What follows belongs to an exercise in optimizing a design on an open flow for small area and few clock cycles; a production flow would make more cautious choices.
Function was checked by simulation only, so behaviour that the tests miss may differ from the original.
No activity file was given, so power comes from the tool's default toggle rates.

## run 1
// bracket_quote_value_checker_core
module bracket_quote_value_checker_core (
   input  logic        clock,
   input  logic        reset,
   input  logic        req_valid,
   output logic        req_ready,
   input  logic [7:0]  req_text_byte,
   input  logic        req_end_of_text,
   output logic        rsp_valid,
   input  logic        rsp_ready,
   output logic        rsp_has_byte,
   output logic [7:0]  rsp_value_byte,
   output logic        rsp_terminated,
   output logic [3:0]  rsp_error_code,
   output logic [15:0] rsp_error_pos,
   output logic [15:0] rsp_error_len,
   output logic        rsp_last_result,
   input  logic        csr_valid,
   output logic        csr_ready,
   input  logic        csr_at_mode
);
Size in the first run: roughly 2300 cells after synthesis, roughly 65 I/O pins, about 17000 um2 of cells after synthesis.
export LEC_CHECK = 0
export ABC_AREA = 1
export CAP_MARGIN = 20
export CORE_MARGIN = 2
export CORE_UTILIZATION = 65
export CTS_CLUSTER_DIAMETER = 100
export CTS_CLUSTER_SIZE = 30
export PLACE_DENSITY = 0.85
export SLEW_MARGIN = 20
create_clock -name core_clock -period 6.0 [get_ports {clock}]
standard.sh (not shown) runs the stock make flow with config.mk's settings and CLKGATE_MAP_FILE= SYNTH_SCRIPT=/design/flow/synth_recipe.tcl, a recipe that flattens the netlist after the stock synthesis.
==> flow/flow/run.sh <==
#!/bin/bash
# The standard layout, with two changes: the port buffers are the smallest plain buffer
# (buffer_ports otherwise picks a delay cell), and clock tree synthesis adds no dummy loads.
# The make output goes to standard.log; each ORFS step keeps its own log under orfs/logs/.
set -euo pipefail
bash standard.sh \
  BUFFER_PORTS_ARGS="-buffer_cell sky130_fd_sc_hd__buf_1" \
  CTS_ARGS="-sink_clustering_enable -repair_clock_nets -sink_clustering_size 30 -sink_clustering_max_diameter 100 -dont_use_dummy_load" \
  finish > standard.log 2>&1
Testbench counts of run 1, summed over its fixed seeds: cycles 43,956.
The inputs of run 2 differ from those of run 1 as listed below.
Settings: removing ABC_AREA (formerly 1).
-- flow/flow/run.sh --
<<< run 1, line 7
  BUFFER_PORTS_ARGS="-buffer_cell sky130_fd_sc_hd__buf_1" \
  CTS_ARGS="-sink_clustering_enable -repair_clock_nets -sink_clustering_size 30 -sink_clustering_max_diameter 100 -dont_use_dummy_load" \
  finish > standard.log 2>&1
>>> run 2, line 7
  BUFFER_PORTS_ARGS="-buffer_cell sky130_fd_sc_hd__buf_1" \
  CTS_ARGS="-sink_clustering_enable -repair_clock_nets -sink_clustering_size 20 -sink_clustering_max_diameter 60 -dont_use_dummy_load -buf_list sky130_fd_sc_hd__clkbuf_8" \
  finish > standard.log 2>&1
Results
- Number of nets produced by synthesis was higher in run 1 than in run 2.
- Changes observed in run 2 relative to run 1: mapped cell area lost 10%; slack of the critical path picked up an extra 0.16 ns; final cell count lost about 20%.
- Run 1 → run 2: non-clock buffer contribution to total cell area comparable; internal power of the cells now smaller; cell area now smaller; final core utilization now larger.
- Post-detailed-routing wire length | run 2 below run 1
- In the reports for run 1 and run 2, the smaller clock network fraction of design power belongs to run 1.
- In run 2, the non-clock inverter instance count of the final layout came out 99 below the value in run 1.
Inputs modified between run 2 and run 3:
Settings: PLACE_DENSITY changed from 0.85 to 0.9; CORE_UTILIZATION changed from 65 to 70.
==> flow/flow/run.sh <==
#!/bin/bash
# The standard layout, with three changes:
#  - synthesis maps the logic with an area-oriented ABC script (flow/abc_map.script) in
#    place of ORFS's abc_speed.script; everything else in synthesis, and every register,
#    is as in the standard synthesis (the scripts folder is an unchanged copy otherwise);
#  - the port buffers are the smallest plain buffer (buffer_ports otherwise picks a delay cell);
#  - clock tree synthesis adds no dummy loads.
# The make output goes to standard.log; each ORFS step keeps its own log under orfs/logs/.
set -euo pipefail
rm -rf scripts_abc
cp -r "$FLOW_HOME/scripts" scripts_abc
cp flow/abc_map.script scripts_abc/abc_speed.script
bash standard.sh \
  SCRIPTS_DIR="$PWD/scripts_abc" \
  BUFFER_PORTS_ARGS="-buffer_cell sky130_fd_sc_hd__buf_1" \
  CTS_ARGS="-sink_clustering_enable -repair_clock_nets -sink_clustering_size 30 -sink_clustering_max_diameter 100 -dont_use_dummy_load" \
  finish > standard.log 2>&1
==> flow/flow/abc_map.script (new file) <==
&get -n
&st
&dch
&nf -a
&st
&syn2
&synch2
&nf -a
&st
&dch
&nf -a
&put
topo
stime -c
Notes after the runs:
Cell area | run 3 vs run 2 | run 3 smaller. Changes observed in run 3 relative to run 2: final wirelength fell about 6%; average detailed-routed wire length per instance fell 0.28 um; compound-cell area share of the yosys netlist about even; number of ordinary inverters in the final layout rose 1; register share of the cell area rose 1.2 points. Per the comparison of run 3 with run 2, cell count now sits lower; internal power contribution went up by 6.0%. A biggest area consumer among cell classes of multi-input gates is what run 2 shows, while registers belongs to run 3. Min non-clock buffer count across run 3 and run 2: run 2.
Edits applied to the flow inputs when going from run 3 to run 4:
Settings: CORE_UTILIZATION now 65, was 70; PLACE_DENSITY now 0.85, was 0.9.
==> flow/flow/run.sh <==
#!/bin/bash
# The standard layout, with three changes:
#  - synthesis maps the logic with an area-oriented ABC script (flow/abc_map.script) in
#    place of ORFS's abc_speed.script; everything else in synthesis, and every register,
#    is as in the standard synthesis (the scripts folder is an unchanged copy otherwise);
#  - the port buffers are the smallest plain buffer (buffer_ports otherwise picks a delay cell);
#  - clock tree synthesis adds no dummy loads and uses clkbuf_4 for small sink clusters.
# The make output goes to standard.log; each ORFS step keeps its own log under orfs/logs/.
set -euo pipefail
rm -rf scripts_abc
cp -r "$FLOW_HOME/scripts" scripts_abc
cp flow/abc_map.script scripts_abc/abc_speed.script
bash standard.sh \
  SCRIPTS_DIR="$PWD/scripts_abc" \
  BUFFER_PORTS_ARGS="-buffer_cell sky130_fd_sc_hd__buf_1" \
  CTS_ARGS="-sink_clustering_enable -repair_clock_nets -sink_clustering_size 12 -sink_clustering_max_diameter 40 -dont_use_dummy_load -buf_list sky130_fd_sc_hd__clkbuf_4" \
  finish > standard.log 2>&1
Findings:
In the tables for run 3 and run 4, via total after detailed routing reads lower with run 4.
Run 4: wire length of the first global-routing pass 2.3% above run 3
Against run 3, number of global-route vias before repair in run 4 rose by a few percent.
Run 4 has number of H-tree levels above what run 3 had.
The lower transition time of the tightest slew-check pin came out of run 3.
[run 4] final instance area fell about 0.34% relative to run 3
The estimated power of run 4 ends up lower than the estimate for run 3.
Relative to run 4, the following input files were edited for run 5:
==> flow/flow/run.sh <==
#!/bin/bash
# The standard layout, with two changes: the port buffers are the smallest plain buffer
# (buffer_ports otherwise picks a delay cell), and clock tree synthesis adds no dummy loads.
# The make output goes to standard.log; each ORFS step keeps its own log under orfs/logs/.
set -euo pipefail
bash standard.sh \
  BUFFER_PORTS_ARGS="-buffer_cell sky130_fd_sc_hd__buf_1" \
  CTS_ARGS="-sink_clustering_enable -repair_clock_nets -sink_clustering_size 12 -sink_clustering_max_diameter 40 -dont_use_dummy_load -buf_list sky130_fd_sc_hd__clkbuf_4" \
  finish > standard.log 2>&1
removed: flow/flow/abc_map.script
### Flow results
Delta(proportion of cell area occupied by multi-input gates, run 5 - run 4) > 0
Worst-case reg-to-reg path depth delta for run 5 relative to run 4: 2 lower
Measured against each other, run 5 and run 4 differ in depth of the critical timing path with buffers and inverters included, the lower figure coming from run 5.
In the flow results for run 5 and run 4, the all-layer global routing usage is larger on run 4.
~same post-synthesis compound-gate area fraction in run 5 and run 4
Comparing run 5 and run 4, the lower post-layout instance area was measured on run 4.
Of run 5 and run 4, the lower power share of the combinational group belongs to run 5.
Run 5: post-synthesis area per instance is about 1.2% lower than what run 4 reported.
In run 5, the pin slew with the least headroom to its limit came out 0.085 ns below the value in run 4.
Run 5 vs run 4: total power down by a few percent
Final core area utilization was higher in run 4 than in run 5.
The following lists how run 6 was set up differently from run 5:
Settings: a change of PLACE_DENSITY from 0.85 to 0.75; a change of CORE_UTILIZATION from 65 to 55.
-- flow/flow/run.sh --
<<< run 5, line 7
  BUFFER_PORTS_ARGS="-buffer_cell sky130_fd_sc_hd__buf_1" \
  CTS_ARGS="-sink_clustering_enable -repair_clock_nets -sink_clustering_size 12 -sink_clustering_max_diameter 40 -dont_use_dummy_load -buf_list sky130_fd_sc_hd__clkbuf_4" \
  finish > standard.log 2>&1
>>> run 6, line 7
  BUFFER_PORTS_ARGS="-buffer_cell sky130_fd_sc_hd__buf_1" \
  CTS_ARGS="-sink_clustering_enable -repair_clock_nets -sink_clustering_size 30 -sink_clustering_max_diameter 100 -dont_use_dummy_load" \
  finish > standard.log 2>&1
## What came out
Between run 5 and run 6, worst setup slack after placement increased.
Delta(sequential fraction of total cell area, run 6 - run 5) < 0
Run 6 vs run 5: global-route usage down in run 6
Comparing the two runs side by side, run 6 comes out ahead of run 5 on maximum frequency.
Any difference in share of total power in combinational logic between run 6 and run 5 is small enough to ignore.
Compared to run 5, run 6 has count of clock-net buffers in the final layout 25 lower.
Status: maximum cell stage delay along the critical path parity (run 6, run 5)

re-timing with driven ports:
The flow's constraints put no driver on any port. The routed layouts listed below were extracted and timed again, unchanged, in two steps. Step 1 sets driving cells, clkbuf_16 on the clock port and buf_2 on the other inputs (assumed; they add their load-dependent delay and slew). Step 2 also shifts input and output timing later by t, the mid clock arrival at the registers, as if the neighbouring blocks saw the same clock. a / b / c = ideal / step 1 / step 2; a / b = the first two.
run	t (ns)	setup slack, ns	worst setup path at the end	slew at the worst register clock pin (ns)
run 1	0.549	0.392 / 0.342 / 0.892	register to output	0.11 / 0.11
run 2	0.583	0.551 / 0.507 / 1.089	register to output	0.12 / 0.12
run 3	0.537	0.183 / 0.138 / 0.675	register to output	0.11 / 0.11
run 4	0.676	0.077 / 0.034 / 0.710	register to output	0.12 / 0.12
run 5	0.700	0.503 / 0.457 / 1.157	register to output	0.12 / 0.12
run 6	0.536	0.610 / 0.562 / 1.099	register to output	0.11 / 0.11
After both steps setup and hold are still met in every run listed.
